Background: an optimization exercise with open tools, aiming at small area. Do not read the settings as production practice.
In this exercise RTL edits were held to simulation tests only and were not proved equivalent to the original.

## fir_sym_filter
module fir_sym_filter (
    input  logic               clk,
    input  logic               rst,
    input  logic               in_valid,
    input  logic               in_last,
    input  logic signed [15:0] in_sample,
    output logic               out_valid,
    output logic               out_last,
    output logic signed [31:0] out_sample
);
    logic               step;
    logic               flushing;
    logic               warm8;
    logic signed [15:0] head;
    logic [255:0]       line;
    logic [15:0]        y_lo, y_lo_q;       
    logic               y_c, y_c_q;         
    logic [12:0]        y_hs, y_hs_q;       
    logic [0:0]         y_hc, y_hc_q;       
    logic [28:0]        y_sum;
    fir_flush_ctrl u_ctrl (
        .clk       (clk),
        .rst       (rst),
        .in_valid  (in_valid),
        .in_last   (in_last),
        .step      (step),
        .flushing  (flushing),
        .warm8     (warm8),
        .out_valid (out_valid),
        .out_last  (out_last)
    );
    assign head = (in_valid && !flushing) ? in_sample : '0;
    fir_fold_line #(.LINE_LEN(16)) u_line (
        .clk   (clk),
        .step  (step),
        .warm8 (warm8),
        .head  (head),
        .line  (line)
    );
    fir_tap_chain u_sum (
        .x0 (line[7*16  +: 16]),
        .x2 (line[9*16  +: 16]),
        .x3 (line[10*16 +: 16]),
        .x4 (line[11*16 +: 16]),
        .x5 (line[12*16 +: 16]),
        .x6 (line[13*16 +: 16]),
        .x8 (line[15*16 +: 16]),
        .y_lo (y_lo),
        .y_c  (y_c),
        .y_hs (y_hs),
        .y_hc (y_hc)
    );
    always_ff @(posedge clk) begin
  ...
For scale: about 300 flip-flops, about 17000 sq um of cells after synthesis.
Settings: LEC_CHECK=0, CAP_MARGIN=20, CORE_MARGIN=2, CORE_UTILIZATION=60, CTS_BUF_LIST=sky130_fd_sc_hd__clkbuf_4 sky130_fd_sc_hd__clkbuf_8, CTS_CLUSTER_DIAMETER=60, CTS_CLUSTER_SIZE=20, PLACE_DENSITY=0.75, SLEW_MARGIN=20, SYNTH_HIERARCHICAL=1, SYNTH_MINIMUM_KEEP_SIZE=0; clock period 6.5 ns.
standard.sh (not shown) runs the stock make flow with config.mk's settings and CLKGATE_MAP_FILE= SYNTH_SCRIPT=/design/flow/synth_recipe.tcl, a recipe that flattens the netlist after the stock synthesis.
==> flow/flow/run.sh <==
#!/bin/bash
# The standard layout (standard.sh), with two changes made through
# ORFS's own variables:
#  - the port buffers are the smallest buffer, sky130_fd_sc_hd__buf_1
#    (every input and output port still gets one);
#  - clock tree synthesis inserts no dummy loads, and uses clkbuf_2/clkbuf_4
#    with clusters of up to 12 sinks within 40 um.
# Each tool's full output stays in ORFS's log folder; standard.sh's own
# output goes to standard.log.
export BUFFER_PORTS_ARGS="-buffer_cell sky130_fd_sc_hd__buf_1"
export CTS_ARGS="-sink_clustering_enable -repair_clock_nets -dont_use_dummy_load -buf_list {sky130_fd_sc_hd__clkbuf_2 sky130_fd_sc_hd__clkbuf_4} -sink_clustering_size 12 -sink_clustering_max_diameter 40"
bash standard.sh > standard.log 2>&1
status=$?
cp standard.sh standard_sh_copy.log 2>/dev/null
exit $status
Rerun with:
--- a/flow/flow/run.sh
+++ b/flow/flow/run.sh
@@ -6,2 +6,2 @@
-#  - clock tree synthesis inserts no dummy loads, and uses clkbuf_2/clkbuf_4
-#    with clusters of up to 12 sinks within 40 um.
+#  - clock tree synthesis inserts no dummy loads, and uses clkbuf_4/clkbuf_8
+#    with clusters of up to 20 sinks within 60 um.
@@ -11 +11 @@
-export CTS_ARGS="-sink_clustering_enable -repair_clock_nets -dont_use_dummy_load -buf_list {sky130_fd_sc_hd__clkbuf_2 sky130_fd_sc_hd__clkbuf_4} -sink_clustering_size 12 -sink_clustering_max_diameter 40"
+export CTS_ARGS="-sink_clustering_enable -repair_clock_nets -dont_use_dummy_load -buf_list {sky130_fd_sc_hd__clkbuf_4 sky130_fd_sc_hd__clkbuf_8} -sink_clustering_size 20 -sink_clustering_max_diameter 60"
CORE_UTILIZATION = 40   (was 60)
PLACE_DENSITY = unset   (was 0.75)
Worst setup slack is better by 0.068 ns.
Design area went up by about 1.7%.
Sequential share of layout area went down by 0.84 points.
Core utilization went down by 21 points.
Maximum frequency went up by 1.1%.
Routed wire length went up by 4.5%.
Flip-flop and latch count is unchanged.
Rerun with:
CORE_UTILIZATION = 60   (was 40)
GPL_TIMING_DRIVEN = 0   (was unset)
PLACE_DENSITY = 0.75   (was unset)
Result:
- maximum frequency fell slightly
- first-iteration DRC count fell by roughly a tenth
- setup slack gets worse by 0.078 ns
Rerun with:
CORE_UTILIZATION = 70   (was 60)
GPL_TIMING_DRIVEN = unset   (was 0)
PLACE_DENSITY = 0.85   (was 0.75)
Final area shrinks slightly. Die area shrinks by roughly a tenth. Setup slack gets better by 0.072 ns. Global-route usage grows by 3.8 points. Wire length grows by a few percent.
Rerun with:
CORE_UTILIZATION = 60   (was 70)
PLACE_DENSITY = 0.75   (was 0.85)
The new run went through all stages and came out clean. Wire length is lower by 1.0%. Clock-buffer cell count is lower by 1.

* * *

fir_sym_filter, a different RTL version from the one above (not shown whole).
Size: about 970 cells after synthesis, ~310 flip-flops, roughly 54 I/O pins, ~17000 um^2 of cells after synthesis.
clock: 6.5 ns
lec_check: 0
cap_margin: 20
core_margin: 2
core_utilization: 60
cts_buf_list: sky130_fd_sc_hd__clkbuf_4 sky130_fd_sc_hd__clkbuf_8
cts_cluster_diameter: 60
cts_cluster_size: 20
place_density: 0.75
slew_margin: 20
synth_hierarchical: 1
synth_minimum_keep_size: 0
==> flow/flow/run.sh <==
#!/bin/bash
# The standard layout (standard.sh), with two changes made through
# ORFS's own variables:
#  - the port buffers are the smallest buffer, sky130_fd_sc_hd__buf_1
#    (every input and output port still gets one);
#  - clock tree synthesis inserts no dummy loads, and uses clkbuf_4/clkbuf_8
#    with clusters of up to 20 sinks within 60 um.
# Each tool's full output stays in ORFS's log folder; standard.sh's own
# output goes to standard.log.
export BUFFER_PORTS_ARGS="-buffer_cell sky130_fd_sc_hd__buf_1"
export CTS_ARGS="-sink_clustering_enable -repair_clock_nets -dont_use_dummy_load -buf_list {sky130_fd_sc_hd__clkbuf_4 sky130_fd_sc_hd__clkbuf_8} -sink_clustering_size 20 -sink_clustering_max_diameter 60"
bash standard.sh > standard.log 2>&1
status=$?
cp standard.sh standard_sh_copy.log 2>/dev/null
exit $status
The starting point passed the timing, DRC and antenna checks.
Next try:
==> flow/run.sh (new file) <==
#!/bin/bash
# synth_recipe.tcl (not shown) runs the flow's synth.tcl, then flattens the netlist and writes it again
# the make line also repeats each setting of config.mk as NAME=value (left out here)
make -C /OpenROAD-flow-scripts/flow DESIGN_CONFIG=/design/flow/config.mk WORK_HOME=/design/flow/orfs CLKGATE_MAP_FILE= SYNTH_SCRIPT=/design/flow/synth_recipe.tcl finish
Settings changed: CORE_UTILIZATION 60 to 40, PLACE_DENSITY 0.75 to unset.
removed: flow/flow/run.sh
removed: flow/standard.sh
Outcome: The new run completed without violations. Global-route usage is lower by 5.8 points. Routed wire length is higher by 5.4%. Maximum frequency is higher by 2.4%. Final area is higher by 5.3%.
Next try:
==> flow/flow/run.sh (new file) <==
#!/bin/bash
# The standard layout (standard.sh), with two changes made through
# ORFS's own variables:
#  - the port buffers are the smallest buffer, sky130_fd_sc_hd__buf_1
#    (every input and output port still gets one);
#  - clock tree synthesis inserts no dummy loads, and uses clkbuf_4/clkbuf_8
#    with clusters of up to 20 sinks within 60 um.
# Each tool's full output stays in ORFS's log folder; standard.sh's own
# output goes to standard.log.
export BUFFER_PORTS_ARGS="-buffer_cell sky130_fd_sc_hd__buf_1"
export CTS_ARGS="-sink_clustering_enable -repair_clock_nets -dont_use_dummy_load -buf_list {sky130_fd_sc_hd__clkbuf_4 sky130_fd_sc_hd__clkbuf_8} -sink_clustering_size 20 -sink_clustering_max_diameter 60"
bash standard.sh > standard.log 2>&1
status=$?
cp standard.sh standard_sh_copy.log 2>/dev/null
exit $status
==> flow/standard.sh (new file) <==
#!/bin/bash
# synth_recipe.tcl (not shown) runs the flow's synth.tcl, then flattens the netlist and writes it again
# the make line also repeats each setting of config.mk as NAME=value (left out here)
make -C /OpenROAD-flow-scripts/flow DESIGN_CONFIG=/design/flow/config.mk WORK_HOME=/design/flow/orfs CLKGATE_MAP_FILE= SYNTH_SCRIPT=/design/flow/synth_recipe.tcl "${@:-finish}"
removed: flow/run.sh
Utilization came out lower by 1.6 points.
Setup slack got worse by 38 ps.
Routed wire length barely changes.
Flip-flop and latch count does not change.
Area after synthesis is unchanged.
Global-route usage came out higher by 0.21 points.
Hold slack got worse by 47 ps.
Final cell count came out lower by 1.5%.
Count of clock-buffer cells in the layout came out lower by 2.
Via count came out lower by 0.87%.
Final area came out lower by 3.5%.

## static timing again, ports no longer ideal
No port has a modelled driver above. Below, the same layouts with a new extraction and two added sets of constraints.
Step 1 assumes that a clkbuf_16 drives the clock port and a buf_2 every other input.
Step 2, shift: input delay + t, output delay - t, t = (earliest + latest rising clock arrival at the registers) / 2. This alone moves slack from input paths to output paths.
Slacks: no drivers / after step 1 / after step 2; pairs: no drivers / after step 1.
run | t, ns | setup WS [ns] | hold slack, ns | clock arrival spread, ns | cell pins on the clock port's net
the first run of note 1 | 0.655 | 0.239 / 0.239 / 0.239 | 0.369 / 0.369 / 0.369 | 0.135 / 0.135 | 1
the second run of note 1 | 0.641 | 0.307 / 0.307 / 0.307 | 0.390 / 0.390 / 0.390 | 0.088 / 0.088 | 1
the third run of note 1 | 0.587 | 0.229 / 0.229 / 0.229 | 0.391 / 0.391 / 0.391 | 0.097 / 0.097 | 1
the fourth run of note 1 | 0.576 | 0.301 / 0.301 / 0.301 | 0.370 / 0.370 / 0.370 | 0.133 / 0.133 | 1
the fifth run of note 1 | 0.575 | 0.272 / 0.272 / 0.272 | 0.386 / 0.386 / 0.386 | 0.116 / 0.116 | 1
the first run of note 2 | 0.615 | 0.334 / 0.334 / 0.334 | 0.381 / 0.381 / 0.381 | 0.069 / 0.069 | 1
the second run of note 2 | 0.677 | 0.478 / 0.478 / 0.478 | 0.407 / 0.407 / 0.407 | 0.031 / 0.031 | 1
the third run of note 2 | 0.658 | 0.439 / 0.439 / 0.439 | 0.360 / 0.360 / 0.360 | 0.103 / 0.103 | 1
After both steps every run listed still meets setup and hold.
